What follows belongs to an exercise in optimizing a design on an open flow for small area, a short achievable clock period and few clock cycles; a production flow would make more cautious choices.
Where RTL was checked, it was by simulation tests only, not by an equivalence proof against the original.
Function not checked in run 3: the RTL went through the layout flow alone.
Power is estimated from default activity; no workload was simulated.

File: design.v
package systolic_pkg;
    localparam int GRID_SIZE = 4;
    localparam int DATA_WIDTH = 8;
    localparam int ACC_WIDTH  = 20;
    localparam int NUM_DIGITS = DATA_WIDTH / 2;
    localparam int DVEC_WIDTH = 3 * NUM_DIGITS;
    localparam int HALF = GRID_SIZE / 2;
endpackage
`timescale 1ns/1ps
import systolic_pkg::*;
module operand_prep (
    input  logic                            clk,
    input  logic                            rst,
    input  logic                            in_req,
    input  logic                            in_first,
    input  logic                            in_last,
    input  logic [GRID_SIZE*DATA_WIDTH-1:0] a_col,
    input  logic [GRID_SIZE*DATA_WIDTH-1:0] b_row,
    output logic                            in_ack,
    output logic                            start,
    output logic                            acc_en,
    output logic                            acc_clear,
    output logic                            acc_clear_d,
    output logic                            acc_fin,
    output logic [HALF*DVEC_WIDTH-1:0]      a_op,
    output logic [GRID_SIZE*DATA_WIDTH-1:0] b_op
);
    function automatic logic [2:0] booth_digit(input logic [2:0] g);
        booth_digit[0] = g[1] ^ g[0];
        booth_digit[1] = (g[2] & ~g[1] & ~g[0]) | (~g[2] & g[1] & g[0]);
        booth_digit[2] = g[2];
    endfunction
    function automatic logic [DVEC_WIDTH-1:0] booth_recode(input logic [DATA_WIDTH-1:0] v);
        logic [DATA_WIDTH:0] ext;
        ext = {v, 1'b0};
        for (int k = 0; k < NUM_DIGITS; k++) begin
            booth_recode[3*k +: 3] = booth_digit(ext[2*k +: 3]);
        end
    endfunction
    logic                       accept;
    logic                       ph_a;
    logic                       ph_b;
    logic                       ph_c;
    logic                       run_first;
    logic                       run_last;
    logic                       last_d;
    logic [HALF*DVEC_WIDTH-1:0] a_hi_dig;
    logic [HALF*DVEC_WIDTH-1:0] a_lo_dig;
    logic [HALF*DATA_WIDTH-1:0] a_lo_q;
    assign accept = in_req & ~in_ack;
    assign start  = accept & in_first;
    always_ff @(posedge clk or negedge rst) begin
        if (!rst) begin
            in_ack <= 1'b0;
            ph_a   <= 1'b0;
            ph_b   <= 1'b0;
            ph_c   <= 1'b0;
            acc_en <= 1'b0;
        end else begin
            in_ack <= in_req;
            ph_a   <= accept;
            ph_b   <= ph_a;
            ph_c   <= ph_b;
            acc_en <= ph_a | ph_b;
        end
    end
    always_comb begin
        for (int r = 0; r < HALF; r++) begin
            a_hi_dig[r*DVEC_WIDTH +: DVEC_WIDTH] = booth_recode(a_col[(r+HALF)*DATA_WIDTH +: DATA_WIDTH]);
            a_lo_dig[r*DVEC_WIDTH +: DVEC_WIDTH] = booth_recode(a_lo_q[r*DATA_WIDTH +: DATA_WIDTH]);
        end
    end
    always_ff @(posedge clk) begin
        a_lo_q <= a_col[0 +: HALF*DATA_WIDTH];
        a_op   <= accept ? a_hi_dig : a_lo_dig;
    end
    always_ff @(posedge clk) begin
        if (accept) begin
            run_first <= in_first;
            run_last  <= in_last;
            b_op      <= b_row;
        end
        if (ph_a) begin
            last_d  <= run_last;
        end
        acc_clear_d <= run_first;
    end
    assign acc_clear = run_first;
    assign acc_fin   = ph_c & last_d;
endmodule
`timescale 1ns/1ps
import systolic_pkg::*;
module booth_pe (
    input  logic                    clk,
    input  logic                    en,
    input  logic                    clear,
    input  logic                    clear_d,
    input  logic [3*NUM_DIGITS-1:0] d,
    input  logic [DATA_WIDTH-1:0]   b,
    output logic [ACC_WIDTH-1:0]    x,
    output logic [ACC_WIDTH-1:0]    y
);
    logic pp0_0;
    logic pp0_1;
    logic pp0_2;
    logic pp0_3;
    logic pp0_4;
    logic pp0_5;
    logic pp0_6;
    logic pp0_7;
    logic pp0_8;
    logic pp0_8n;
    logic pp1_0;
    logic pp1_1;
    logic pp1_2;
    logic pp1_3;
    logic pp1_4;
    logic pp1_5;
    logic pp1_6;
    logic pp1_7;
    logic pp1_8;
    logic pp1_8n;
    logic pp2_0;
    logic pp2_1;
    logic pp2_2;
    logic pp2_3;
    logic pp2_4;
    logic pp2_5;
    logic pp2_6;
    logic pp2_7;
    logic pp2_8;
    logic pp2_8n;
    logic pp3_0;
    logic pp3_1;
    logic pp3_2;
    logic pp3_3;
    logic pp3_4;
    logic pp3_5;
    logic pp3_6;
    logic pp3_7;
    logic pp3_8;
    logic pp3_8n;
    logic s1_1;
    logic s1_2;
    logic s1_3;
    logic s1_4;
    logic s1_5;
    logic s1_6;
    logic s1_7;
    logic s1_8;
    logic s1_9;
    logic s1_10;
    logic s1_11;
    logic s1_12;
    logic s1_13;
    logic s1_14;
    logic s1_15;
    logic s1_16;
    logic s1_17;
    logic s1_18;
    logic s1_19;
    logic s1_20;
    logic s1_21;
    logic s1_22;
    logic s1_23;
    logic s1_24;
    logic s1_25;
    logic s1_26;
    logic s1_27;
    logic s1_28;
    logic s1_29;
    logic s1_30;
    logic s1_31;
    logic s1_32;
    logic s1_33;
    logic s1_34;
    logic s1_35;
    logic s1_36;
    logic s1_37;
    logic s1_38;
    logic s1_39;
    logic s1_40;
    logic s1_41;
    logic s1_42;
    logic s1_43;
    logic s1_44;
    logic s1_45;
    logic s1_46;
    logic s1_47;
    logic s1_48;
    logic s1_49;
    logic s1_50;
    logic s1_51;
    logic s1_52;
    logic s1_53;
    logic s1_54;
    logic s1_55;
    logic s1_56;
    logic s1_57;
    logic s1_58;
    logic s1_59;
    logic s1_60;
    logic s1_61;
    logic s1_62;
    logic s1_63;
    logic s1_64;
    logic s1_65;
    logic s1_66;
    logic s1_67;
    logic s1_68;
    logic s1_69;
    logic s1_70;
    logic s1_71;
    logic s1_72;
    logic s1_73;
    logic s1_74;
    logic s1_75;
    logic s1_76;
    logic s1_77;
    logic s1_78;
    logic r0_q0;
    logic r1_q0;
    logic r0_q1;
    logic r1_q1;
    logic r0_q2;
    logic r1_q2;
    logic r0_q3;
    logic r1_q3;
    logic r0_q4;
    logic r1_q4;
    logic r0_q5;
    logic r1_q5;
    logic r0_q6;
    logic r1_q6;
    logic r0_q7;
    logic r1_q7;
    logic r0_q8;
    logic r1_q8;
    logic r0_q9;
    logic r1_q9;
    logic r0_q10;
    logic r1_q10;
    logic r0_q11;
    logic r1_q11;
    logic r0_q12;
    logic r1_q12;
    logic r0_q13;
    logic r1_q13;
    logic r0_q14;
    logic r1_q14;
    logic c_q;
    logic [ACC_WIDTH-1:0] yb;
    logic [ACC_WIDTH-1:0] y_nxt;
    logic [ACC_WIDTH-1:0] base;
    logic [ACC_WIDTH-1:0] row0;
    logic [ACC_WIDTH-1:0] row1;
    assign y_nxt = en ? x : y;
    assign base  = clear ? '0 : y_nxt;
    assign yb    = clear_d ? '0 : y;
    assign pp0_0 = (d[0] & b[0]) ^ d[2];
    assign pp0_1 = ((d[0] & b[1]) | (d[1] & b[0])) ^ d[2];
    assign pp0_2 = ((d[0] & b[2]) | (d[1] & b[1])) ^ d[2];
    assign pp0_3 = ((d[0] & b[3]) | (d[1] & b[2])) ^ d[2];
    assign pp0_4 = ((d[0] & b[4]) | (d[1] & b[3])) ^ d[2];
    assign pp0_5 = ((d[0] & b[5]) | (d[1] & b[4])) ^ d[2];
    assign pp0_6 = ((d[0] & b[6]) | (d[1] & b[5])) ^ d[2];
    assign pp0_7 = ((d[0] & b[7]) | (d[1] & b[6])) ^ d[2];
    assign pp0_8 = ((d[0] & b[7]) | (d[1] & b[7])) ^ d[2];
    assign pp0_8n = ~pp0_8;
    assign pp1_0 = (d[3] & b[0]) ^ d[5];
    assign pp1_1 = ((d[3] & b[1]) | (d[4] & b[0])) ^ d[5];
    assign pp1_2 = ((d[3] & b[2]) | (d[4] & b[1])) ^ d[5];
    assign pp1_3 = ((d[3] & b[3]) | (d[4] & b[2])) ^ d[5];
    assign pp1_4 = ((d[3] & b[4]) | (d[4] & b[3])) ^ d[5];
    assign pp1_5 = ((d[3] & b[5]) | (d[4] & b[4])) ^ d[5];
    assign pp1_6 = ((d[3] & b[6]) | (d[4] & b[5])) ^ d[5];
    assign pp1_7 = ((d[3] & b[7]) | (d[4] & b[6])) ^ d[5];
    assign pp1_8 = ((d[3] & b[7]) | (d[4] & b[7])) ^ d[5];
    assign pp1_8n = ~pp1_8;
    assign pp2_0 = (d[6] & b[0]) ^ d[8];
    assign pp2_1 = ((d[6] & b[1]) | (d[7] & b[0])) ^ d[8];
    assign pp2_2 = ((d[6] & b[2]) | (d[7] & b[1])) ^ d[8];
    assign pp2_3 = ((d[6] & b[3]) | (d[7] & b[2])) ^ d[8];
    assign pp2_4 = ((d[6] & b[4]) | (d[7] & b[3])) ^ d[8];
    assign pp2_5 = ((d[6] & b[5]) | (d[7] & b[4])) ^ d[8];
    assign pp2_6 = ((d[6] & b[6]) | (d[7] & b[5])) ^ d[8];
    assign pp2_7 = ((d[6] & b[7]) | (d[7] & b[6])) ^ d[8];
    assign pp2_8 = ((d[6] & b[7]) | (d[7] & b[7])) ^ d[8];
    assign pp2_8n = ~pp2_8;
    assign pp3_0 = (d[9] & b[0]) ^ d[11];
    assign pp3_1 = ((d[9] & b[1]) | (d[10] & b[0])) ^ d[11];
    assign pp3_2 = ((d[9] & b[2]) | (d[10] & b[1])) ^ d[11];
    assign pp3_3 = ((d[9] & b[3]) | (d[10] & b[2])) ^ d[11];
    assign pp3_4 = ((d[9] & b[4]) | (d[10] & b[3])) ^ d[11];
    assign pp3_5 = ((d[9] & b[5]) | (d[10] & b[4])) ^ d[11];
    assign pp3_6 = ((d[9] & b[6]) | (d[10] & b[5])) ^ d[11];
    assign pp3_7 = ((d[9] & b[7]) | (d[10] & b[6])) ^ d[11];
    assign pp3_8 = ((d[9] & b[7]) | (d[10] & b[7])) ^ d[11];
    assign pp3_8n = ~pp3_8;
    assign s1_1 = pp0_4 ^ pp1_2;
    assign s1_2 = pp0_4 & pp1_2;
    assign s1_3 = pp0_5 ^ pp1_3;
    assign s1_4 = pp0_5 & pp1_3;
    assign s1_5 = pp0_6 ^ pp1_4 ^ pp2_2;
    assign s1_6 = (pp0_6 & pp1_4) | (pp0_6 & pp2_2) | (pp1_4 & pp2_2);
    assign s1_7 = pp3_0 ^ d[11];
    assign s1_8 = pp3_0 & d[11];
    assign s1_9 = pp0_7 ^ pp1_5 ^ pp2_3;
    assign s1_10 = (pp0_7 & pp1_5) | (pp0_7 & pp2_3) | (pp1_5 & pp2_3);
    assign s1_11 = pp3_1 ^ base[7];
    assign s1_12 = pp3_1 & base[7];
    assign s1_13 = pp0_8n ^ pp1_6 ^ pp2_4;
    assign s1_14 = (pp0_8n & pp1_6) | (pp0_8n & pp2_4) | (pp1_6 & pp2_4);
    assign s1_15 = pp3_2 ^ base[8] ^ 1'b1;
    assign s1_16 = (pp3_2 & base[8]) | (pp3_2 & 1'b1) | (base[8] & 1'b1);
    assign s1_17 = pp1_7 ^ pp2_5 ^ pp3_3;
    assign s1_18 = (pp1_7 & pp2_5) | (pp1_7 & pp3_3) | (pp2_5 & pp3_3);
    assign s1_19 = base[9] ^ 1'b1;
    assign s1_20 = base[9] & 1'b1;
    assign s1_21 = pp1_8n ^ pp2_6 ^ pp3_4;
    assign s1_22 = (pp1_8n & pp2_6) | (pp1_8n & pp3_4) | (pp2_6 & pp3_4);
    assign s1_23 = pp2_7 ^ pp3_5;
    assign s1_24 = pp2_7 & pp3_5;
    assign s1_25 = pp0_2 ^ pp1_0;
    assign s1_26 = pp0_2 & pp1_0;
    assign s1_27 = pp0_3 ^ pp1_1;
    assign s1_28 = pp0_3 & pp1_1;
    assign s1_29 = s1_1 ^ pp2_0 ^ d[8];
    assign s1_30 = (s1_1 & pp2_0) | (s1_1 & d[8]) | (pp2_0 & d[8]);
    assign s1_31 = s1_2 ^ s1_3 ^ pp2_1;
    assign s1_32 = (s1_2 & s1_3) | (s1_2 & pp2_1) | (s1_3 & pp2_1);
    assign s1_33 = s1_4 ^ s1_5 ^ s1_7;
    assign s1_34 = (s1_4 & s1_5) | (s1_4 & s1_7) | (s1_5 & s1_7);
    assign s1_35 = s1_6 ^ s1_8 ^ s1_9;
    assign s1_36 = (s1_6 & s1_8) | (s1_6 & s1_9) | (s1_8 & s1_9);
    assign s1_37 = s1_10 ^ s1_12 ^ s1_13;
    assign s1_38 = (s1_10 & s1_12) | (s1_10 & s1_13) | (s1_12 & s1_13);
    assign s1_39 = s1_14 ^ s1_16 ^ s1_17;
    assign s1_40 = (s1_14 & s1_16) | (s1_14 & s1_17) | (s1_16 & s1_17);
    assign s1_41 = s1_18 ^ s1_20 ^ s1_21;
    assign s1_42 = (s1_18 & s1_20) | (s1_18 & s1_21) | (s1_20 & s1_21);
    assign s1_43 = s1_22 ^ s1_23 ^ base[11];
    assign s1_44 = (s1_22 & s1_23) | (s1_22 & base[11]) | (s1_23 & base[11]);
    assign s1_45 = s1_24 ^ pp2_8n ^ pp3_6;
    assign s1_46 = (s1_24 & pp2_8n) | (s1_24 & pp3_6) | (pp2_8n & pp3_6);
    assign s1_47 = pp3_7 ^ base[13];
    assign s1_48 = pp3_7 & base[13];
    assign s1_49 = pp0_0 ^ d[2];
    assign s1_50 = pp0_0 & d[2];
    assign s1_51 = pp0_1 ^ base[1];
    assign s1_52 = pp0_1 & base[1];
    assign s1_53 = s1_25 ^ d[5] ^ base[2];
    assign s1_54 = (s1_25 & d[5]) | (s1_25 & base[2]) | (d[5] & base[2]);
    assign s1_55 = s1_26 ^ s1_27 ^ base[3];
    assign s1_56 = (s1_26 & s1_27) | (s1_26 & base[3]) | (s1_27 & base[3]);
    assign s1_57 = s1_28 ^ s1_29 ^ base[4];
    assign s1_58 = (s1_28 & s1_29) | (s1_28 & base[4]) | (s1_29 & base[4]);
    assign s1_59 = s1_30 ^ s1_31 ^ base[5];
    assign s1_60 = (s1_30 & s1_31) | (s1_30 & base[5]) | (s1_31 & base[5]);
    assign s1_61 = s1_32 ^ s1_33 ^ base[6];
    assign s1_62 = (s1_32 & s1_33) | (s1_32 & base[6]) | (s1_33 & base[6]);
    assign s1_63 = s1_34 ^ s1_35 ^ s1_11;
    assign s1_64 = (s1_34 & s1_35) | (s1_34 & s1_11) | (s1_35 & s1_11);
    assign s1_65 = s1_36 ^ s1_37 ^ s1_15;
    assign s1_66 = (s1_36 & s1_37) | (s1_36 & s1_15) | (s1_37 & s1_15);
    assign s1_67 = s1_38 ^ s1_39 ^ s1_19;
    assign s1_68 = (s1_38 & s1_39) | (s1_38 & s1_19) | (s1_39 & s1_19);
    assign s1_69 = s1_40 ^ s1_41 ^ base[10];
    assign s1_70 = (s1_40 & s1_41) | (s1_40 & base[10]) | (s1_41 & base[10]);
    assign s1_71 = s1_42 ^ s1_43 ^ 1'b1;
    assign s1_72 = (s1_42 & s1_43) | (s1_42 & 1'b1) | (s1_43 & 1'b1);
    assign s1_73 = s1_44 ^ s1_45 ^ base[12];
    assign s1_74 = (s1_44 & s1_45) | (s1_44 & base[12]) | (s1_45 & base[12]);
    assign s1_75 = s1_46 ^ s1_47 ^ 1'b1;
    assign s1_76 = (s1_46 & s1_47) | (s1_46 & 1'b1) | (s1_47 & 1'b1);
    assign s1_77 = s1_48 ^ pp3_8n ^ base[14];
    assign s1_78 = (s1_48 & pp3_8n) | (s1_48 & base[14]) | (pp3_8n & base[14]);
    always_ff @(posedge clk) begin
        r0_q0 <= s1_49;
        r1_q0 <= base[0];
        r0_q1 <= s1_50;
        r1_q1 <= s1_51;
        r0_q2 <= s1_52;
        r1_q2 <= s1_53;
        r0_q3 <= s1_54;
        r1_q3 <= s1_55;
        r0_q4 <= s1_56;
        r1_q4 <= s1_57;
        r0_q5 <= s1_58;
        r1_q5 <= s1_59;
        r0_q6 <= s1_60;
        r1_q6 <= s1_61;
        r0_q7 <= s1_62;
        r1_q7 <= s1_63;
        r0_q8 <= s1_64;
        r1_q8 <= s1_65;
        r0_q9 <= s1_66;
        r1_q9 <= s1_67;
        r0_q10 <= s1_68;
        r1_q10 <= s1_69;
        r0_q11 <= s1_70;
        r1_q11 <= s1_71;
        r0_q12 <= s1_72;
        r1_q12 <= s1_73;
        r0_q13 <= s1_74;
        r1_q13 <= s1_75;
        r0_q14 <= s1_76;
        r1_q14 <= s1_77;
        c_q <= s1_78;
    end
    assign row0[0] = r0_q0;
    assign row0[1] = r0_q1;
    assign row0[2] = r0_q2;
    assign row0[3] = r0_q3;
    assign row0[4] = r0_q4;
    assign row0[5] = r0_q5;
    assign row0[6] = r0_q6;
    assign row0[7] = r0_q7;
    assign row0[8] = r0_q8;
    assign row0[9] = r0_q9;
    assign row0[10] = r0_q10;
    assign row0[11] = r0_q11;
    assign row0[12] = r0_q12;
    assign row0[13] = r0_q13;
    assign row0[14] = r0_q14;
    assign row0[15] = yb[15];
    assign row0[16] = yb[16];
    assign row0[17] = yb[17];
    assign row0[18] = yb[18];
    assign row0[19] = yb[19];
    assign row1[0] = r1_q0;
    assign row1[1] = r1_q1;
    assign row1[2] = r1_q2;
    assign row1[3] = r1_q3;
    assign row1[4] = r1_q4;
    assign row1[5] = r1_q5;
    assign row1[6] = r1_q6;
    assign row1[7] = r1_q7;
    assign row1[8] = r1_q8;
    assign row1[9] = r1_q9;
    assign row1[10] = r1_q10;
    assign row1[11] = r1_q11;
    assign row1[12] = r1_q12;
    assign row1[13] = r1_q13;
    assign row1[14] = r1_q14;
    assign row1[15] = ~c_q;
    assign row1[16] = ~c_q;
    assign row1[17] = ~c_q;
    assign row1[18] = ~c_q;
    assign row1[19] = ~c_q;
    always_ff @(posedge clk) begin
        if (en) begin
            x <= row0 + row1;
        end
    end
    always_ff @(posedge clk) begin
        y <= y_nxt;
    end
endmodule
`timescale 1ns/1ps
import systolic_pkg::*;
module pe_grid (
    input  logic                                     clk,
    input  logic                                     en,
    input  logic                                     clear,
    input  logic                                     clear_d,
    input  logic [HALF*DVEC_WIDTH-1:0]               a_op,
    input  logic [GRID_SIZE*DATA_WIDTH-1:0]          b_op,
    output logic [GRID_SIZE*GRID_SIZE*ACC_WIDTH-1:0] acc
);
    for (genvar r = 0; r < HALF; r++) begin : g_row
        for (genvar j = 0; j < GRID_SIZE; j++) begin : g_col
            booth_pe i_pe (
                .clk   (clk),
                .en    (en),
                .clear   (clear),
                .clear_d (clear_d),
                .d     (a_op[r*DVEC_WIDTH +: DVEC_WIDTH]),
                .b     (b_op[j*DATA_WIDTH +: DATA_WIDTH]),
                .x     (acc[(r*GRID_SIZE+j)*ACC_WIDTH +: ACC_WIDTH]),
                .y     (acc[((r+HALF)*GRID_SIZE+j)*ACC_WIDTH +: ACC_WIDTH])
            );
        end
    end
endmodule
`timescale 1ns/1ps
import systolic_pkg::*;
module result_collector (
    input  logic clk,
    input  logic rst,
    input  logic start,
    input  logic fin,
    output logic done
);
    always_ff @(posedge clk or negedge rst) begin
        if (!rst) begin
            done <= 1'b0;
        end else if (start) begin
            done <= 1'b0;
        end else if (fin) begin
            done <= 1'b1;
        end
    end
endmodule
`timescale 1ns/1ps
import systolic_pkg::*;
module systolic_mac_top (
    input  logic                                     clk,
    input  logic                                     rst,
    input  logic                                     in_req,
    input  logic                                     in_first,
    input  logic                                     in_last,
    input  logic [GRID_SIZE*DATA_WIDTH-1:0]          a_col,
    input  logic [GRID_SIZE*DATA_WIDTH-1:0]          b_row,
    output logic                                     in_ack,
    output logic [GRID_SIZE*GRID_SIZE*ACC_WIDTH-1:0] c_mat,
    output logic                                     done
);
    logic                            start;
    logic                            acc_en;
    logic                            acc_clear;
    logic                            acc_clear_d;
    logic                            acc_fin;
    logic [HALF*DVEC_WIDTH-1:0]      a_op;
    logic [GRID_SIZE*DATA_WIDTH-1:0] b_op;
    operand_prep i_operand_prep (
        .clk       (clk),
        .rst       (rst),
        .in_req    (in_req),
        .in_first  (in_first),
        .in_last   (in_last),
        .a_col     (a_col),
        .b_row     (b_row),
        .in_ack    (in_ack),
        .start     (start),
        .acc_en    (acc_en),
        .acc_clear   (acc_clear),
        .acc_clear_d (acc_clear_d),
        .acc_fin   (acc_fin),
        .a_op      (a_op),
        .b_op      (b_op)
    );
    pe_grid i_pe_grid (
        .clk   (clk),
        .en    (acc_en),
        .clear   (acc_clear),
        .clear_d (acc_clear_d),
        .a_op  (a_op),
        .b_op  (b_op),
        .acc   (c_mat)
    );
    result_collector i_result_collector (
        .clk      (clk),
        .rst      (rst),
        .start    (start),
        .fin      (acc_fin),
        .done     (done)
    );
endmodule
File: flow/run.sh
#!/bin/bash
# The standard layout (the standard.sh, standard synthesis included), with one change:
# the buffers that placement puts on every input and output port are sky130_fd_sc_hd__buf_1
# instead of the delay cell ORFS picks by default (clkdlybuf4s50_1, 2.7 times the area of buf_1).
set -euo pipefail
bash standard.sh 'BUFFER_PORTS_ARGS=-buffer_cell sky130_fd_sc_hd__buf_1' finish > standard_flow.log 2>&1
File: standard.sh
#!/bin/bash
# synth_recipe.tcl (not shown) runs the flow's synth.tcl, then flattens the netlist and writes it again
# the make line also repeats each setting of config.mk as NAME=value (left out here)
make -C /OpenROAD-flow-scripts/flow DESIGN_CONFIG=/design/flow/config.mk WORK_HOME=/design/flow/orfs CLKGATE_MAP_FILE= SYNTH_SCRIPT=/design/flow/synth_recipe.tcl "${@:-finish}"
File: config.mk
export PLATFORM = sky130hd
export DESIGN_NAME = systolic_mac_top
export DESIGN_NICKNAME = systolic_mac_top
export VERILOG_FILES = /design/flow/design.v
export SDC_FILE = /design/flow/constraint.sdc
export NUM_CORES = 4
export LEC_CHECK = 0
export CAP_MARGIN = 20
export CORE_MARGIN = 2
export CORE_UTILIZATION = 40
export CTS_CLUSTER_DIAMETER = 100
export CTS_CLUSTER_SIZE = 20
export SETUP_SLACK_MARGIN = 2.8
export SLEW_MARGIN = 20
export TNS_END_PERCENT = 100
File: constraint.sdc
create_clock -name core_clock -period 5.5 [get_ports {clk}]
set_input_delay 1.1000 -clock core_clock [delete_from_list [all_inputs] [get_ports {clk}]]
set_output_delay 1.1000 -clock core_clock [all_outputs]
set_load 0.01 [all_outputs]
==> summary.log, run 1 <==
[power_and_ir_drop] switching power as a share of total power 40.17%
[route] count of unresolved DRC violations after routing 0
[route] via count 25,110
[sta] Max Clock Skew 26.62 ps
[logic_synthesis] top cells by area in the synthesized netlist sky130_fd_sc_hd__dfxtp_1, sky130_fd_sc_hd__edfxtp_1, sky130_fd_sc_hd__fa_1, sky130_fd_sc_hd__ha_1, sky130_fd_sc_hd__xnor2_1
[floorplanning] Die H 305.6 µm
[sta] final hold vios 0
[logic_synthesis] Syn Nets 3,737
[global_routing] largest net degree at the start of global routing 73
[power_and_ir_drop] net switching power 9.904 mW
[layout] Filler Cells Inserted 8,449
[clock_network] clock net sink count 650
[layout] Design Area, Final 42,370 µm²
[worst_setup_path] required time at the worst-slack endpoint 6030 ps
[sta] Slew Viols, Final 0
[status] result of the run complete, no violations
[clock_network] number of buffers inserted for hold repair after clock tree synthesis 0
[global_routing] GR Util All Layers 19.45%
[logic_synthesis] number of enable-type register cells in the synthesized netlist 235
[placed_design] Setup WS pre-CTS 2192 ps
[clock_network] H-tree Lvls 2
[logic_synthesis] most used flip-flop cell after synthesis sky130_fd_sc_hd__dfxtp_1
[logic_synthesis] gate count of the mapped netlist 3,222
[floorplanning] initial cell density of the core 40.41%
[floorplanning] std cell rows 110
[placed_design] I/O Buffers 390
[logic_synthesis] fraction of registers with async set/reset 0.9231%
[clock_network] cell at the root of the clock tree sky130_fd_sc_hd__clkbuf_16
[logic_synthesis] #FFs+latches synth 650
[layout] number of nets in the finished design 4,181
[power_and_ir_drop] Leakage 16.91 nW
[run] total of max-cap violations 0
[power_and_ir_drop] Sequential Power Share 35.5%
[placed_design] final weighted congestion in routability-driven placement 0.8198
[power_and_ir_drop] Worst IR Drop VDD 0.0003341 V
[power_and_ir_drop] combinational group share of total power 51.4%
[sta] maximum achievable frequency 375.6 MHz
[floorplanning] placeable core region 90,010 µm²
[logic_synthesis] Distinct cells, synth 71
[layout] Register Area 15,480 µm²
[global_routing] wire length of the first global-routing pass 143,200 µm
[sta] Final period util 48.41%
[layout] fraction of layout cells with a size suffix above 1 13.87%
[placed_design] Cells after DPL 4,647
[layout] final design utilization 47.07%
[global_routing] vias in the first global route 24,880
[global_routing] initial antenna violation count 5
[sta] tightest slew margin relative to the limit 54.27%
[logic_synthesis] post-synthesis cell area 36,370 µm²
[route] wirelength, routed 95,110 µm
[placed_design] instance area after placement 39,150 µm²
[floorplanning] area enclosed by the die boundary 93,360 µm²
[layout] non-filler instance count after layout 4,875
[sta] shortest period the worst path allows 2663 ps
[worst_setup_path] startpoint class of the critical path register
[clock_network] worst-skew pair later-pin latency 600 ps
[sta] final count of negative-setup-slack endpoints 0
[worst_setup_path] critical path endpoint category register
[layout] Area Growth Syn to Fin 16.49%
[sta] setup slack after layout 2837 ps
[worst_setup_path] Worst Path Arrival 3190 ps
[power_and_ir_drop] PwrDens 581.9 nW/µm²
[route] count of TritonRoute iterations in the first routing pass 5
[layout] area occupied by multi-input gates 20,000 µm²
[global_routing] total overflow reported by the global router 0
[sta] RSZ-0062 raised after global routing true
[logic_synthesis] count of yosys warnings during synthesis 3
[route] number of nets with antenna violations after routing 0
[sta] transition at the pin with the smallest max-transition slack 686.0 ps
[worst_setup_path] highest fanout seen on the critical path 14
[floorplanning] width of the chip 305.6 µm
[clock_network] CTS tree built
[clock_network] number of clock buffers inserted by TritonCTS 41
[logic_synthesis] average instance area after synthesis 11.29 µm²
[worst_setup_path] Crit Path Category register to register
[route] number of violations reported at the end of detailed-routing iteration 0 1,451
[power_and_ir_drop] total internal power 14.75 mW
[placed_design] sum of net half-perimeters after detailed placement 66,880 µm
[hold_path] Hold WC Path Type primary input to asynchronous set/reset pin
[route] post-DR wirelength/cell 19.51 µm
[logic_synthesis] area leader, netlist sky130_fd_sc_hd__dfxtp_1
[route] via count normalized by instance count 5.150
[power_and_ir_drop] clock share of power 13.1%
[clock_network] clock input transition at the sequential cells of the worst setup and hold paths 80 ps
[logic_synthesis] sequential element share of the synthesized area 42.32%
[clock_network] clock tree buffer depth 3
[sta] setup TNS after final layout 0 ps
[logic_synthesis] share of the synthesized area in the top cell type 22.51%
[floorplanning] total I/O pin count 391
## power groups by stage
stage          combinational (mW)  clock (mW)  sequential [mW]
6_report                     12.7        3.23             8.75
5_1_grt                      14.4        3.52             8.98
4_1_cts                      12.6        3.34             8.79
3_5_place_dp                 12.2           0             8.95
3_3_place_gp                 12.1           0             8.96
2_1_floorplan                8.59           0             9.04
## worst paths after layout
check / from / endpoint / slack, ps / depth (start not counted)
max: i_operand_prep.a_op[8] / i_pe_grid.g_row[0].g_col[3].i_pe.r1_q10 / 2840 / 7
min: rst / i_operand_prep.in_ack / 370 / 1
max reg2reg: i_operand_prep.a_op[8] / i_pe_grid.g_row[0].g_col[3].i_pe.r1_q10 / 2840 / 7
min reg2reg: i_operand_prep.ph_b / i_operand_prep.ph_c / 380 / 0
max in group asynchronous: rst / i_operand_prep.acc_en / 4850 / 1
min in group core_clock: i_operand_prep.ph_b / i_operand_prep.ph_c / 380 / 0
## synthesized netlist by cell type, types with 5 or more instances
cell type                    n
sky130_fd_sc_hd__xnor2_1   293
sky130_fd_sc_hd__inv_1     183
sky130_fd_sc_hd__o21bai_1   25
sky130_fd_sc_hd__nor3_1     26
sky130_fd_sc_hd__o211ai_1   11
sky130_fd_sc_hd__clkbuf_1  169
sky130_fd_sc_hd__dfrtp_1     6
sky130_fd_sc_hd__o31ai_1     9
sky130_fd_sc_hd__a31o_2      5
sky130_fd_sc_hd__ha_1      246
sky130_fd_sc_hd__and2_1     18
sky130_fd_sc_hd__mux2_2    138
sky130_fd_sc_hd__fa_1      200
sky130_fd_sc_hd__nand4_1    11
sky130_fd_sc_hd__or2_2       6
sky130_fd_sc_hd__a22oi_1   225
sky130_fd_sc_hd__mux2i_1     6
sky130_fd_sc_hd__nand2_1   106
sky130_fd_sc_hd__buf_1      20
sky130_fd_sc_hd__nand2b_1   39
sky130_fd_sc_hd__a21oi_1   128
sky130_fd_sc_hd__o21a_1     12
sky130_fd_sc_hd__a211oi_1   23
sky130_fd_sc_hd__or3_1       7
sky130_fd_sc_hd__nand3_1    29
sky130_fd_sc_hd__xor2_1    127
sky130_fd_sc_hd__a21o_1     46
sky130_fd_sc_hd__nor2b_1   161
sky130_fd_sc_hd__nor4_1      6
sky130_fd_sc_hd__nor2_1    107
sky130_fd_sc_hd__o21ai_0   104
sky130_fd_sc_hd__a31oi_1     9
sky130_fd_sc_hd__a211o_1     8
sky130_fd_sc_hd__and3_1      7
sky130_fd_sc_hd__dfxtp_1   409
sky130_fd_sc_hd__edfxtp_1  235
## what timing repair did
action                                 CTS  global route
gates resized for setup                 64            74
gates cloned                             0             2
pin swaps                                5            35
buffers inserted                       109            41
setup endpoints to repair              174            76
endpoints found under the hold margin    0             0
## cells by family after synthesis
group                    share of synthesized area, %
AO/OA/AOI/OAI                                   12.19
flip-flops                                      42.32
AND/OR/NAND/NOR                                 7.626
adder cells (fa/ha/maj)                         19.47
XOR/XNOR                                        10.11
buffers and inverters                           3.839
multiplexers                                    4.437
## critical path, stage by stage (launching register included)
cell,delay [ps]
sky130_fd_sc_hd__dfxtp_4,550
sky130_fd_sc_hd__buf_6,260
sky130_fd_sc_hd__xnor2_1,120
sky130_fd_sc_hd__fa_1,510
sky130_fd_sc_hd__inv_1,50
sky130_fd_sc_hd__fa_1,470
sky130_fd_sc_hd__inv_1,60
sky130_fd_sc_hd__fa_2,550
## state kept, by name, summed over array words and instances, names as in the netlist, 16 cells and up
name / cells
i_pe_grid.g_row.g_col.i_pe.y: 160
i_operand_prep.a_lo_q: 16
i_operand_prep.a_op: 24
i_operand_prep.b_op: 32
i_pe_grid.g_row.g_col.i_pe.x: 160
## stage by stage
stage / power [mW] / hold slack [ps]
6_report: 24.65 / 370.1
3_5_place_dp: 21.20 / 356.9
4_1_cts: 24.78 / 348.0
2_1_floorplan: 17.62 / 346.8
3_3_place_gp: 21.03 / 352.5
5_1_grt: 26.86 / 367.8
## cell usage in the layout (no fill, tap or decap), types with 12 or more instances in the layout
| cell type | instances |
|---|---|
| sky130_fd_sc_hd__buf_1 | 390 |
| sky130_fd_sc_hd__dfxtp_1 | 386 |
| sky130_fd_sc_hd__xnor2_1 | 293 |
| sky130_fd_sc_hd__ha_1 | 244 |
| sky130_fd_sc_hd__edfxtp_1 | 235 |
| sky130_fd_sc_hd__a22oi_1 | 204 |
| sky130_fd_sc_hd__inv_1 | 183 |
| sky130_fd_sc_hd__fa_1 | 177 |
| sky130_fd_sc_hd__nor2b_1 | 160 |
| sky130_fd_sc_hd__buf_4 | 153 |
| sky130_fd_sc_hd__xor2_1 | 127 |
| sky130_fd_sc_hd__mux2_2 | 124 |
| sky130_fd_sc_hd__a21oi_1 | 122 |
| sky130_fd_sc_hd__nor2_1 | 107 |
| sky130_fd_sc_hd__nand2_1 | 106 |
| sky130_fd_sc_hd__o21ai_0 | 99 |
| sky130_fd_sc_hd__clkbuf_16 | 47 |
| sky130_fd_sc_hd__a21o_1 | 46 |
| sky130_fd_sc_hd__nand2b_1 | 32 |
| sky130_fd_sc_hd__nand3_1 | 29 |
| sky130_fd_sc_hd__nor3_1 | 25 |
| sky130_fd_sc_hd__o21bai_1 | 24 |
| sky130_fd_sc_hd__buf_12 | 24 |
| sky130_fd_sc_hd__fa_2 | 23 |
| sky130_fd_sc_hd__a22oi_2 | 21 |
| sky130_fd_sc_hd__dfxtp_4 | 21 |
| sky130_fd_sc_hd__clkbuf_1 | 20 |
| sky130_fd_sc_hd__a211oi_1 | 18 |
| sky130_fd_sc_hd__and2_1 | 18 |
| sky130_fd_sc_hd__mux2_4 | 14 |
| sky130_fd_sc_hd__buf_6 | 14 |
| sky130_fd_sc_hd__o21a_1 | 12 |
## metal layers
layer / track usage (%) / wire length, µm / up-vias
met4: 4.433 / 1868 / 6
met1: 26.91 / 43590 / 12270
met2: 31.27 / 43520 / 666
met3: 4.063 / 6091 / 106
met5: 0 / 32 / -
li1: - / - / 12060
## final cells by class
cell class | count | share of cell area [%]
Timing Repair Buffer | 590 | 8.150
Clock buffer | 64 | 2.776
Multi-Input combinational cell | 2200 | 47.21
Sequential cell | 650 | 36.53
Clock inverter | 11 | 0.2274
Inverter | 183 | 1.621
Antenna cell | 1 | 0.005906
Tap cell | 1176 | 3.473
Testbench counts, summed over its fixed seeds: cycles 3,614.
==> inputs of run 2 (changes only) <==
--- a/design.v
+++ b/design.v
@@ -220,5 +220,4 @@
     logic s1_78;
     logic r0_q0;
-    logic r1_q0;
     logic r0_q1;
     logic r1_q1;
@@ -378,5 +377,4 @@
     always_ff @(posedge clk) begin
         r0_q0 <= s1_49;
-        r1_q0 <= base[0];
         r0_q1 <= s1_50;
         r1_q1 <= s1_51;
@@ -429,5 +427,5 @@
     assign row0[18] = yb[18];
     assign row0[19] = yb[19];
-    assign row1[0] = r1_q0;
+    assign row1[0] = yb[0];
     assign row1[1] = r1_q1;
     assign row1[2] = r1_q2;
--- a/config.mk
+++ b/config.mk
@@ -11,5 +11,5 @@
 export CTS_CLUSTER_DIAMETER = 100
 export CTS_CLUSTER_SIZE = 20
-export SETUP_SLACK_MARGIN = 2.8
+export SETUP_SLACK_MARGIN = 2.7
 export SLEW_MARGIN = 20
 export TNS_END_PERCENT = 100
==> run 2 against run 1 <==
  * Synthesized cell count shrank 1.8%
  * Synthesized area shrank 0.73%
  * Sequential share of layout area grew 0.17 points
  * Design area shrank 1.1%
  * Largest cell class unchanged
==> summary.log, run 2 <==
[sta] setup TNS after final layout 0 ps
[power_and_ir_drop] Leakage 16.64 nW
[clock_network] worst-skew pair later-pin latency 600 ps
[sta] final count of negative-setup-slack endpoints 0
[worst_setup_path] Largest stage delay, worst path 380 ps
[layout] Filler Cells Inserted 8,353
[route] number of nets with antenna violations after routing 0
[floorplanning] Die H 304.5 µm
[route] count of TritonRoute iterations in the first routing pass 5
[layout] most frequent cells in the layout sky130_fd_sc_hd__buf_1, sky130_fd_sc_hd__dfxtp_1, sky130_fd_sc_hd__xnor2_1, sky130_fd_sc_hd__edfxtp_1, sky130_fd_sc_hd__ha_1
[layout] number of diodes 0
[power_and_ir_drop] Worst IR Drop VDD 0.0002784 V
[worst_setup_path] crit-path leading delay family compound AO/OA/AOI/OAI gates
[layout] Area Growth Syn to Fin 16.07%
[worst_setup_path] required time at the worst-slack endpoint 5840 ps
[floorplanning] initial cell density of the core 40.24%
[floorplanning] total I/O pin count 391
[worst_setup_path] combined buffer and inverter count along the critical path 1
[sta] final hold vios 0
[run] total of max-cap violations 0
[route] via count normalized by instance count 5.173
[floorplanning] placeable core region 89,740 µm²
[worst_setup_path] highest fanout seen on the critical path 7
[logic_synthesis] Syn Nets 3,678
[global_routing] initial antenna violation count 11
[logic_synthesis] sequential element share of the synthesized area 42.41%
[logic_synthesis] count of yosys warnings during synthesis 3
[logic_synthesis] Post-synth top cells sky130_fd_sc_hd__dfxtp_1, sky130_fd_sc_hd__xnor2_1, sky130_fd_sc_hd__ha_1
[layout] top register by number of flip-flops i_pe_grid.g_row.g_col.i_pe.x
[logic_synthesis] post-synthesis cell area 36,110 µm²
[clock_network] clock input transition at the sequential cells of the worst setup and hold paths 90 ps
[route] number of violations reported at the end of detailed-routing iteration 0 1,569
[sta] Max Clock Skew 29.80 ps
[logic_synthesis] top cells by area in the synthesized netlist sky130_fd_sc_hd__dfxtp_1, sky130_fd_sc_hd__edfxtp_1, sky130_fd_sc_hd__fa_1, sky130_fd_sc_hd__ha_1, sky130_fd_sc_hd__xnor2_1
[hold_path] Hold WC Path Type primary input to asynchronous set/reset pin
[status] result of the run complete, no violations
[worst_setup_path] startpoint class of the critical path register
[clock_network] clock net sink count 642
[logic_synthesis] number of enable-type register cells in the synthesized netlist 243
[route] post-DR wirelength/cell 19.15 µm
[sta] RSZ-0062 raised after global routing true
[sta] tightest slew margin relative to the limit 39.65%
[worst_setup_path] critical path endpoint category register
[logic_synthesis] share of the synthesized area in the top cell type 21.79%
[layout] leading registers by flop count i_pe_grid.g_row.g_col.i_pe.x: 160 flops, i_pe_grid.g_row.g_col.i_pe.y: 152 flops, i_operand_prep.b_op: 32 flops
[clock_network] clock tree buffer depth 3
[clock_network] number of clock buffers inserted by TritonCTS 41
[global_routing] largest net degree at the start of global routing 67
[clock_network] number of buffers inserted for hold repair after clock tree synthesis 0
[worst_setup_path] cell-by-cell trace of the critical path buf_12 -> nor2b_4 -> ha_4 -> fa_2 -> a211o_1 -> a21oi_2 -> o211ai_1 -> a21oi_1 -> nor2_1 -> o41ai_2 -> xnor2_1
[worst_setup_path] worst-path cell with the longest stage delay sky130_fd_sc_hd__dfxtp_4
[clock_network] CTS tree built
[clock_network] H-tree Lvls 2
[sta] Slew Viols, Final 0
[logic_synthesis] gate count of the mapped netlist 3,163
[logic_synthesis] fraction of registers with async set/reset 0.9346%
[placed_design] final weighted congestion in routability-driven placement 0.8365
[logic_synthesis] most used standard cell by instance count after synthesis sky130_fd_sc_hd__dfxtp_1
[logic_synthesis] area leader, netlist sky130_fd_sc_hd__dfxtp_1
[global_routing] GR Util All Layers 19.15%
[logic_synthesis] average instance area after synthesis 11.42 µm²
[sta] transition at the pin with the smallest max-transition slack 903.4 ps
[placed_design] sum of net half-perimeters after detailed placement 64,940 µm
[global_routing] wire length of the first global-routing pass 141,100 µm
[sta] final hold slack 375.0 ps
[route] wirelength, routed 91,590 µm
[global_routing] vias in the first global route 24,790
[route] via count 24,750
[layout] number of flip-flops under the largest register name 160
[worst_setup_path] Worst Path Arrival 3080 ps
[clock_network] cell at the root of the clock tree sky130_fd_sc_hd__clkbuf_16
[placed_design] I/O Buffers 390
[layout] number of nets in the finished design 4,091
[worst_setup_path] Crit Path Category register to register
[power_and_ir_drop] PwrDens 589.4 nW/µm²
[floorplanning] area enclosed by the die boundary 92,690 µm²
[logic_synthesis] most used flip-flop cell after synthesis sky130_fd_sc_hd__dfxtp_1
[floorplanning] width of the chip 304.5 µm
[sta] Final period util 49.73%
[sta] maximum achievable frequency 365.6 MHz
[logic_synthesis] Distinct cells, synth 74
[global_routing] total overflow reported by the global router 0
[layout] leading cell type in the layout, fill and taps excluded sky130_fd_sc_hd__buf_1
[layout] fraction of layout cells with a size suffix above 1 13.39%
[logic_synthesis] #FFs+latches synth 642
[floorplanning] std cell rows 110
[route] count of unresolved DRC violations after routing 0
[sta] shortest period the worst path allows 2735 ps
-- run 2: cell type report --
class / instances / area [µm²] / area share [%]
Sequential cell: 642 / 15380 / 36.71
Tap cell: 1176 / 1471 / 3.511
Multi-Input combinational cell: 2144 / 19880 / 47.43
Inverter: 190 / 713.2 / 1.702
Clock inverter: 7 / 86.33 / 0.2060
Clock buffer: 68 / 1201 / 2.866
Timing Repair Buffer: 557 / 3179 / 7.585
-- run 2: final timing paths --
path,cells past startpoint,from,slack (ps),end
min,1,rst,380,i_operand_prep.ph_a
min in group core_clock,0,i_operand_prep.ph_b,380,i_operand_prep.ph_c
min reg2reg,0,i_operand_prep.ph_b,380,i_operand_prep.ph_c
max in group asynchronous,1,rst,4850,i_operand_prep.acc_en
max,11,i_operand_prep.acc_clear_d,2760,i_pe_grid.g_row[1].g_col[3].i_pe.x[14]
max reg2reg,11,i_operand_prep.acc_clear_d,2760,i_pe_grid.g_row[1].g_col[3].i_pe.x[14]
-- run 2: metal layers --
metal | up-vias | part of all wire [%] | track usage, %
li1 | 11830 | - | -
met1 | 12100 | 45 | 25.76
met2 | 669 | 47 | 31.84
met3 | 136 | 5.4 | 3.261
met4 | 22 | 2.6 | 5.227
met5 | - | 0.17 | 0
-- run 2: worst reg2reg max path, stage by stage (launching register included) --
cell                       delay, ps
sky130_fd_sc_hd__dfxtp_4         380
sky130_fd_sc_hd__buf_12          150
sky130_fd_sc_hd__nor2b_4         100
sky130_fd_sc_hd__ha_4            160
sky130_fd_sc_hd__fa_2            370
sky130_fd_sc_hd__a211o_1         330
sky130_fd_sc_hd__a21oi_2         170
sky130_fd_sc_hd__o211ai_1        170
sky130_fd_sc_hd__a21oi_1         160
sky130_fd_sc_hd__nor2_1           80
sky130_fd_sc_hd__o41ai_2         300
sky130_fd_sc_hd__xnor2_1         110
-- run 2: what timing repair did --
action,in CTS,in global routing
buffers inserted,111,13
pin swaps,9,27
resized for setup,45,50
endpoints found under the setup margin,169,56
-- run 2: through the flow --
step                std cells  area (µm²)  util, %  setup slack [ps]  total power [mW]
floorplan                3163       36500        -              1431             17.78
global placement         4585       39030    43.50              2256             21.12
detailed placement       4585       39030    43.50              2230             21.27
CTS                      4771       41540    46.29              2707             24.86
global route             4784       41910    46.71              2591             26.90
finish                   4784       41910    46.71              2765             24.70
-- run 2: kinds of logic after synthesis --
group	count (synthesis)	share of synthesized area, %
AO/OA/AOI/OAI	665	12.68
flip-flops	642	42.41
AND/OR/NAND/NOR	474	6.899
adder cells (fa/ha/maj)	446	19.61
XOR/XNOR	426	10.33
buffers and inverters	377	3.926
multiplexers	133	4.137
-- run 2: report_power, final --
group / internal (mW) / leakage (nW) / switching (mW)
Combinational: 5.68 / 10.3 / 7.12
Clock: 1.54 / 0.620 / 1.71
Sequential: 7.62 / 5.73 / 1.04
Total: 14.8 / 16.6 / 9.87
Testbench counts of run 2, summed over its fixed seeds: cycles 3,614.
==> inputs of run 3 (changes only) <==
--- a/design.v
+++ b/design.v
@@ -447,7 +447,240 @@
     assign row1[18] = ~c_q;
     assign row1[19] = ~c_q;
+    logic [ACC_WIDTH-1:0] sum;
+    logic pg0;
+    logic pp0;
+    logic pg1;
+    logic pp1;
+    logic pg2;
+    logic pp2;
+    logic pg3;
+    logic pp3;
+    logic pg4;
+    logic pp4;
+    logic pg5;
+    logic pp5;
+    logic pg6;
+    logic pp6;
+    logic pg7;
+    logic pp7;
+    logic pg8;
+    logic pp8;
+    logic pg9;
+    logic pp9;
+    logic pg10;
+    logic pp10;
+    logic pg11;
+    logic pp11;
+    logic pg12;
+    logic pp12;
+    logic pg13;
+    logic pp13;
+    logic pg14;
+    logic pp14;
+    logic pg15;
+    logic pp15;
+    logic pg16;
+    logic pp16;
+    logic pg17;
+    logic pp17;
+    logic pg18;
+    logic pp18;
+    logic pg19;
+    logic pp19;
+    logic cg1;
+    logic cp1;
+    logic cg2;
+    logic cp2;
+    logic cg3;
+    logic cp3;
+    logic cg4;
+    logic cp4;
+    logic cg5;
+    logic cp5;
+    logic cg6;
+    logic cp6;
+    logic cg7;
+    logic cp7;
+    logic cg8;
+    logic cp8;
+    logic cg9;
+    logic cp9;
+    logic cg10;
+    logic cp10;
+    logic cg11;
+    logic cp11;
+    logic cg12;
+    logic cp12;
+    logic cg13;
+    logic cp13;
+    logic cg14;
+    logic cp14;
+    logic cg15;
+    logic cp15;
+    logic cg16;
+    logic cp16;
+    logic cg17;
+    logic cp17;
+    logic cg18;
+    logic cp18;
+    logic cg19;
+    logic cp19;
+    logic cg20;
+    logic cp20;
+    logic cg21;
+    logic cp21;
+    logic cg22;
+    logic cp22;
+    logic cg23;
+    logic cp23;
+    logic cg24;
+    logic cp24;
+    logic cg25;
+    logic cp25;
+    logic cg26;
+    logic cp26;
+    logic cg27;
+    logic cp27;
+    logic cg28;
+    logic cp28;
+    logic cg29;
+    logic cp29;
+    logic cg30;
+    logic cp30;
+    logic cg31;
+    logic cp31;
+    logic cg32;
+    logic cp32;
+    logic cg33;
+    logic cp33;
+    assign pg0 = row0[0] & row1[0];
+    assign pp0 = row0[0] ^ row1[0];
+    assign pg1 = row0[1] & row1[1];
+    assign pp1 = row0[1] ^ row1[1];
+    assign pg2 = row0[2] & row1[2];
+    assign pp2 = row0[2] ^ row1[2];
+    assign pg3 = row0[3] & row1[3];
+    assign pp3 = row0[3] ^ row1[3];
+    assign pg4 = row0[4] & row1[4];
+    assign pp4 = row0[4] ^ row1[4];
+    assign pg5 = row0[5] & row1[5];
+    assign pp5 = row0[5] ^ row1[5];
+    assign pg6 = row0[6] & row1[6];
+    assign pp6 = row0[6] ^ row1[6];
+    assign pg7 = row0[7] & row1[7];
+    assign pp7 = row0[7] ^ row1[7];
+    assign pg8 = row0[8] & row1[8];
+    assign pp8 = row0[8] ^ row1[8];
+    assign pg9 = row0[9] & row1[9];
+    assign pp9 = row0[9] ^ row1[9];
+    assign pg10 = row0[10] & row1[10];
+    assign pp10 = row0[10] ^ row1[10];
+    assign pg11 = row0[11] & row1[11];
+    assign pp11 = row0[11] ^ row1[11];
+    assign pg12 = row0[12] & row1[12];
+    assign pp12 = row0[12] ^ row1[12];
+    assign pg13 = row0[13] & row1[13];
+    assign pp13 = row0[13] ^ row1[13];
+    assign pg14 = row0[14] & row1[14];
+    assign pp14 = row0[14] ^ row1[14];
+    assign pg15 = row0[15] & row1[15];
+    assign pp15 = row0[15] ^ row1[15];
+    assign pg16 = row0[16] & row1[16];
+    assign pp16 = row0[16] ^ row1[16];
+    assign pg17 = row0[17] & row1[17];
+    assign pp17 = row0[17] ^ row1[17];
+    assign pg18 = row0[18] & row1[18];
+    assign pp18 = row0[18] ^ row1[18];
+    assign pg19 = row0[19] & row1[19];
+    assign pp19 = row0[19] ^ row1[19];
+    assign cg1 = pg1 | (pp1 & pg0);
+    assign cp1 = pp1 & pp0;
+    assign cg2 = pg3 | (pp3 & pg2);
+    assign cp2 = pp3 & pp2;
+    assign cg3 = pg5 | (pp5 & pg4);
+    assign cp3 = pp5 & pp4;
+    assign cg4 = pg7 | (pp7 & pg6);
+    assign cp4 = pp7 & pp6;
+    assign cg5 = pg9 | (pp9 & pg8);
+    assign cp5 = pp9 & pp8;
+    assign cg6 = pg11 | (pp11 & pg10);
+    assign cp6 = pp11 & pp10;
+    assign cg7 = pg13 | (pp13 & pg12);
+    assign cp7 = pp13 & pp12;
+    assign cg8 = pg15 | (pp15 & pg14);
+    assign cp8 = pp15 & pp14;
+    assign cg9 = pg17 | (pp17 & pg16);
+    assign cp9 = pp17 & pp16;
+    assign cg10 = pg19 | (pp19 & pg18);
+    assign cp10 = pp19 & pp18;
+    assign cg11 = cg2 | (cp2 & cg1);
+    assign cp11 = cp2 & cp1;
+    assign cg12 = cg4 | (cp4 & cg3);
+    assign cp12 = cp4 & cp3;
+    assign cg13 = cg6 | (cp6 & cg5);
+    assign cp13 = cp6 & cp5;
+    assign cg14 = cg8 | (cp8 & cg7);
+    assign cp14 = cp8 & cp7;
+    assign cg15 = cg10 | (cp10 & cg9);
+    assign cp15 = cp10 & cp9;
+    assign cg16 = cg12 | (cp12 & cg11);
+    assign cp16 = cp12 & cp11;
+    assign cg17 = cg14 | (cp14 & cg13);
+    assign cp17 = cp14 & cp13;
+    assign cg18 = cg17 | (cp17 & cg16);
+    assign cp18 = cp17 & cp16;
+    assign cg19 = cg13 | (cp13 & cg16);
+    assign cp19 = cp13 & cp16;
+    assign cg20 = cg15 | (cp15 & cg18);
+    assign cp20 = cp15 & cp18;
+    assign cg21 = cg3 | (cp3 & cg11);
+    assign cp21 = cp3 & cp11;
+    assign cg22 = cg5 | (cp5 & cg16);
+    assign cp22 = cp5 & cp16;
+    assign cg23 = cg7 | (cp7 & cg19);
+    assign cp23 = cp7 & cp19;
+    assign cg24 = cg9 | (cp9 & cg18);
+    assign cp24 = cp9 & cp18;
+    assign cg25 = pg2 | (pp2 & cg1);
+    assign cp25 = pp2 & cp1;
+    assign cg26 = pg4 | (pp4 & cg11);
+    assign cp26 = pp4 & cp11;
+    assign cg27 = pg6 | (pp6 & cg21);
+    assign cp27 = pp6 & cp21;
+    assign cg28 = pg8 | (pp8 & cg16);
+    assign cp28 = pp8 & cp16;
+    assign cg29 = pg10 | (pp10 & cg22);
+    assign cp29 = pp10 & cp22;
+    assign cg30 = pg12 | (pp12 & cg19);
+    assign cp30 = pp12 & cp19;
+    assign cg31 = pg14 | (pp14 & cg23);
+    assign cp31 = pp14 & cp23;
+    assign cg32 = pg16 | (pp16 & cg18);
+    assign cp32 = pp16 & cp18;
+    assign cg33 = pg18 | (pp18 & cg24);
+    assign cp33 = pp18 & cp24;
+    assign sum[0] = pp0;
+    assign sum[1] = (pp1 ^ pg0);
+    assign sum[2] = (pp2 ^ cg1);
+    assign sum[3] = (pp3 ^ cg25);
+    assign sum[4] = (pp4 ^ cg11);
+    assign sum[5] = (pp5 ^ cg26);
+    assign sum[6] = (pp6 ^ cg21);
+    assign sum[7] = (pp7 ^ cg27);
+    assign sum[8] = (pp8 ^ cg16);
+    assign sum[9] = (pp9 ^ cg28);
+    assign sum[10] = (pp10 ^ cg22);
+    assign sum[11] = (pp11 ^ cg29);
+    assign sum[12] = (pp12 ^ cg19);
+    assign sum[13] = (pp13 ^ cg30);
+    assign sum[14] = (pp14 ^ cg23);
+    assign sum[15] = (pp15 ^ cg31);
+    assign sum[16] = (pp16 ^ cg18);
+    assign sum[17] = (pp17 ^ cg32);
+    assign sum[18] = (pp18 ^ cg24);
+    assign sum[19] = (pp19 ^ cg33);
     always_ff @(posedge clk) begin
         if (en) begin
-            x <= row0 + row1;
+            x <= sum;
         end
     end
==> flow/run.sh (replaced) <==
#!/bin/bash
# The standard layout (the standard.sh, standard synthesis included), with one change:
# the buffers that placement puts on every input and output port are sky130_fd_sc_hd__buf_1
# instead of the delay cell ORFS picks by default (clkdlybuf4s50_1, twice the area of buf_2).
set -euo pipefail
bash standard.sh 'BUFFER_PORTS_ARGS=-buffer_cell sky130_fd_sc_hd__buf_1' finish > standard_flow.log 2>&1
==> run 3 against run 2 <==
  * Count of clock-buffer cells in the layout decreased by 3
  * Design area increased by 0.89%
  * Cell count decreased by 3.3%
  * Critical path type unchanged
  * Clock power about the same
  * First-iteration DRC count decreased by 13%
  * Still clean
  * Non-clock buffer count increased by 31
  * Critical path depth increased by 7
  * Sequential power increased by 2.9%
  * Register-to-register slack got worse by 360 ps
  * Fmax decreased by 12%
==> summary.log, run 3 <==
[layout] Area Growth Syn to Fin 19.41%
[worst_setup_path] startpoint class of the critical path register
[worst_setup_path] critical path's most frequent cell sky130_fd_sc_hd__buf_4
[power_and_ir_drop] total internal power 14.16 mW
[hold_path] startpoint of the worst hold path i_operand_prep.ph_b
[global_routing] vias in the first global route 23,690
[layout] leading registers by flop count i_pe_grid.g_row.g_col.i_pe.x: 160 flops, i_pe_grid.g_row.g_col.i_pe.y: 152 flops, i_operand_prep.b_op: 32 flops
[worst_setup_path] highest fanout seen on the critical path 6
[floorplanning] width of the chip 301.5 µm
[status] result of the run complete, no violations
[power_and_ir_drop] Leakage 17.21 nW
[sta] RSZ-0062 raised after global routing true
[logic_synthesis] fraction of registers with async set/reset 0.9346%
[floorplanning] std cell rows 109
[logic_synthesis] Post-synth top cells sky130_fd_sc_hd__dfxtp_1, sky130_fd_sc_hd__inv_1, sky130_fd_sc_hd__xnor2_1
[placed_design] I/O Buffers 390
[route] met3 WL 5846 µm
[route] via count normalized by instance count 5.033
[logic_synthesis] post-synthesis cell area 35,410 µm²
[logic_synthesis] top cells by area in the synthesized netlist sky130_fd_sc_hd__dfxtp_1, sky130_fd_sc_hd__edfxtp_1, sky130_fd_sc_hd__fa_1, sky130_fd_sc_hd__ha_1, sky130_fd_sc_hd__xnor2_1
[layout] leading cell type in the layout, fill and taps excluded sky130_fd_sc_hd__buf_1
[power_and_ir_drop] Sequential Power Share 38.1%
[global_routing] largest net degree at the start of global routing 73
[route] via count 23,270
[worst_setup_path] critical path endpoint category register
[power_and_ir_drop] clock share of power 13.8%
[layout] most frequent cells in the layout sky130_fd_sc_hd__buf_1, sky130_fd_sc_hd__dfxtp_1, sky130_fd_sc_hd__inv_1, sky130_fd_sc_hd__xnor2_1, sky130_fd_sc_hd__edfxtp_1
[worst_setup_path] required time at the worst-slack endpoint 5860 ps
[layout] top register by number of flip-flops i_pe_grid.g_row.g_col.i_pe.x
[route] number of violations reported at the end of detailed-routing iteration 0 1,360
[floorplanning] area enclosed by the die boundary 90,930 µm²
[worst_setup_path] cell count of the worst reg-to-reg path 18
[logic_synthesis] Syn Nets 3,542
[hold_path] capture endpoint of the worst hold path i_operand_prep.ph_c
[sta] shortest period the worst path allows 3099 ps
[global_routing] wire length of the first global-routing pass 144,000 µm
[floorplanning] total I/O pin count 391
[logic_synthesis] #FFs+latches synth 642
[sta] final hold vios 0
[route] count of TritonRoute iterations in the first routing pass 7
[clock_network] CTS tree built
[layout] final design utilization 48.00%
[worst_setup_path] R2R Path End i_pe_grid.g_row[0].g_col[1].i_pe.x[4]
[worst_setup_path] Crit Path Category register to register
[worst_setup_path] worst r2r src i_operand_prep.acc_clear_d
[logic_synthesis] count of yosys warnings during synthesis 3
[power_and_ir_drop] net switching power 9.214 mW
[logic_synthesis] most used flip-flop cell after synthesis sky130_fd_sc_hd__dfxtp_1
[layout] fraction of layout cells with a size suffix above 1 15.01%
[logic_synthesis] gate count of the mapped netlist 2,971
[route] post-DR wirelength/cell 21.43 µm
[logic_synthesis] Distinct cells, synth 49
[worst_setup_path] worst-path cell with the longest stage delay sky130_fd_sc_hd__fa_2
[clock_network] clock input transition at the sequential cells of the worst setup and hold paths 90 ps
[route] met2 wire len 48,660 µm
[clock_network] H-tree Lvls 2
[hold_path] Hold Path Depth 0
[logic_synthesis] most used standard cell by instance count after synthesis sky130_fd_sc_hd__dfxtp_1
[floorplanning] placeable core region 88,100 µm²
[layout] Design Area, Final 42,290 µm²
[power_and_ir_drop] switching power as a share of total power 39.41%
[sta] Slew Viols, Final 0
[logic_synthesis] number of enable-type register cells in the synthesized netlist 243
[logic_synthesis] average instance area after synthesis 11.92 µm²
[logic_synthesis] share of the synthesized area in the top cell type 22.22%
[sta] maximum achievable frequency 322.7 MHz
[sta] tightest slew margin relative to the limit 42.99%
[power_and_ir_drop] Worst IR Drop VDD 0.0003281 V
[global_routing] initial antenna violation count 9
[route] highest metal layer used by the detailed router met5
[sta] final count of negative-setup-slack endpoints 0
[power_and_ir_drop] combinational group share of total power 48.1%
[clock_network] clock tree buffer depth 3
[sta] Max Clock Skew 36.00 ps
[logic_synthesis] sequential element share of the synthesized area 43.25%
[layout] number of flip-flops under the largest register name 160
[route] wirelength, routed 99,080 µm
[sta] transition at the pin with the smallest max-transition slack 855.2 ps
[placed_design] sum of net half-perimeters after detailed placement 64,600 µm
[clock_network] number of clock buffers inserted by TritonCTS 41
[run] total of max-cap violations 0
[worst_setup_path] cell-by-cell trace of the critical path buf_12 -> nor2b_2 -> ha_2 -> inv_2 -> fa_2 -> nor2b_4 -> buf_6 -> buf_4 -> buf_4 -> buf_4 -> buf_4 -> buf_4 -> buf_4 -> buf_4 -> o21a_1 -> nor2_1 -> fa_2 -> inv_1
[clock_network] clock net sink count 642
[logic_synthesis] area leader, netlist sky130_fd_sc_hd__dfxtp_1
[clock_network] cell at the root of the clock tree sky130_fd_sc_hd__clkbuf_16
[worst_setup_path] R2R setup slack 2400 ps
[sta] setup TNS after final layout 0 ps
[layout] number of nets in the finished design 3,996
[placed_design] final weighted congestion in routability-driven placement 0.8097
[worst_setup_path] Largest stage delay, worst path 530 ps
[global_routing] total overflow reported by the global router 0
[floorplanning] initial cell density of the core 40.20%
[route] number of nets with antenna violations after routing 0
[floorplanning] Die H 301.5 µm
[route] DRT met1 WL 42,470 µm
[placed_design] instance area after placement 38,210 µm²
[worst_setup_path] Worst Path Arrival 3460 ps
[hold_path] Hold WC Path Type register to register
[route] count of unresolved DRC violations after routing 0
[sta] Final period util 56.34%
[power_and_ir_drop] PwrDens 552.9 nW/µm²
[sta] final hold slack 361.3 ps
[clock_network] worst-skew pair later-pin latency 600 ps
[global_routing] GR Util All Layers 20.94%
-- run 3: how the worst max path moves through the flow --
stage,start,endpoint,cells past startpoint
floorplan,i_operand_prep.acc_en,i_pe_grid.g_row[0].g_col[3].i_pe.r1_q8,7
global placement,i_operand_prep.acc_clear_d,i_pe_grid.g_row[1].g_col[2].i_pe.x[19],12
detailed placement,i_operand_prep.acc_clear_d,i_pe_grid.g_row[1].g_col[2].i_pe.x[19],12
CTS,i_operand_prep.acc_clear_d,i_pe_grid.g_row[0].g_col[3].i_pe.x[19],12
global route,i_operand_prep.acc_clear_d,i_pe_grid.g_row[0].g_col[1].i_pe.x[19],14
finish,i_operand_prep.acc_clear_d,i_pe_grid.g_row[0].g_col[1].i_pe.x[4],18
-- run 3: worst max-delay path: cells and delay by family (launching register included) --
| family | cells | cell delay (ps) |
|---|---|---|
| compound gates | 1 | 110 |
| fa+ha+maj | 3 | 1080 |
| buf+inv | 11 | 990 |
| flops | 1 | 400 |
| simple gates | 3 | 330 |
-- run 3: per-layer routing --
| layer | up-vias | global-route usage, % |
|---|---|---|
| li1 | 10790 | - |
| met1 | 11680 | 27.34 |
| met2 | 646 | 36.20 |
| met3 | 140 | 3.638 |
| met4 | 14 | 4.750 |
| met5 | - | 0 |
-- run 3: cell families after synthesis --
family | count (synthesis) | synth area share (%)
fa+ha+maj | 502 | 23.50
compound gates | 449 | 8.840
flops | 642 | 43.25
xor+xnor | 370 | 9.151
mux | 130 | 4.134
simple gates | 343 | 5.236
buf+inv | 535 | 5.890
-- run 3: repair_timing --
item / in CTS / in global routing
cloned: 1 / 5
endpoints found under the setup margin: 237 / 101
resized for setup: 99 / 81
setup buffers: 126 / 35
pin swaps: 35 / 53
endpoints found under the hold margin: 0 / 0
hold buffers: 0 / 0
-- run 3: metrics by stage --
step	instances	setup WS, ps	power [mW]
floorplan	2971	1523	16.03
global placement	4380	1700	19.18
detailed placement	4380	1665	19.43
CTS	4583	2397	23.32
global route	4624	2308	25.53
finish	4624	2401	23.38
-- run 3: power by group through the flow --
stage	Clock [mW]	Sequential (mW)	Combinational (mW)
final	3.23	8.90	11.2
after global routing	3.50	9.13	12.9
after CTS	3.35	8.95	11.0
after detailed placement	0	9.11	10.3
after global placement	0	9.12	10.1
after floorplan	0	9.13	6.90
-- run 3: area by class of cell --
cell class	count	area, µm²
fillers	8043	45820
multi-input cells	1794	18950
flip-flops and latches	642	15400
repair buffers	588	3861
well taps	1165	1458
inverters	358	1344
clock buffers	65	1169
clock inverters	11	107.6
diodes	1	2.502

## port drivers added, routing unchanged
No port has a modelled driver above. Below, the same layouts with a new extraction and two added sets of constraints.
Step 1 sets driving cells, clkbuf_16 on the clock port and buf_2 on the other inputs (assumed; they add their load-dependent delay and slew).
Step 2, shift: input delay + t, output delay - t, t = (earliest + latest rising clock arrival at the registers) / 2. This alone moves slack from input paths to output paths.
a / b / c = ideal / step 1 / step 2; a / b = the first two.
run | shift t [ns] | slack for setup (ns) | hold slack, ns | worst setup path at the end | latest minus earliest clock arrival (ns)
run 1 | 0.647 | 2.837 / 2.837 / 2.525 | 0.370 / 0.352 / 0.378 | input to register | 0.027 / 0.027
run 2 | 0.647 | 2.765 / 2.765 / 2.447 | 0.375 / 0.371 / 0.380 | input to register | 0.031 / 0.031
run 3 | 0.647 | 2.401 / 2.401 / 2.401 | 0.361 / 0.335 / 0.361 | register to register | 0.037 / 0.037
After both steps every run listed still meets setup and hold. The setup slack of run 2, which loses most, moves by 0.000 ns with the drivers and by -0.318 ns with both steps.
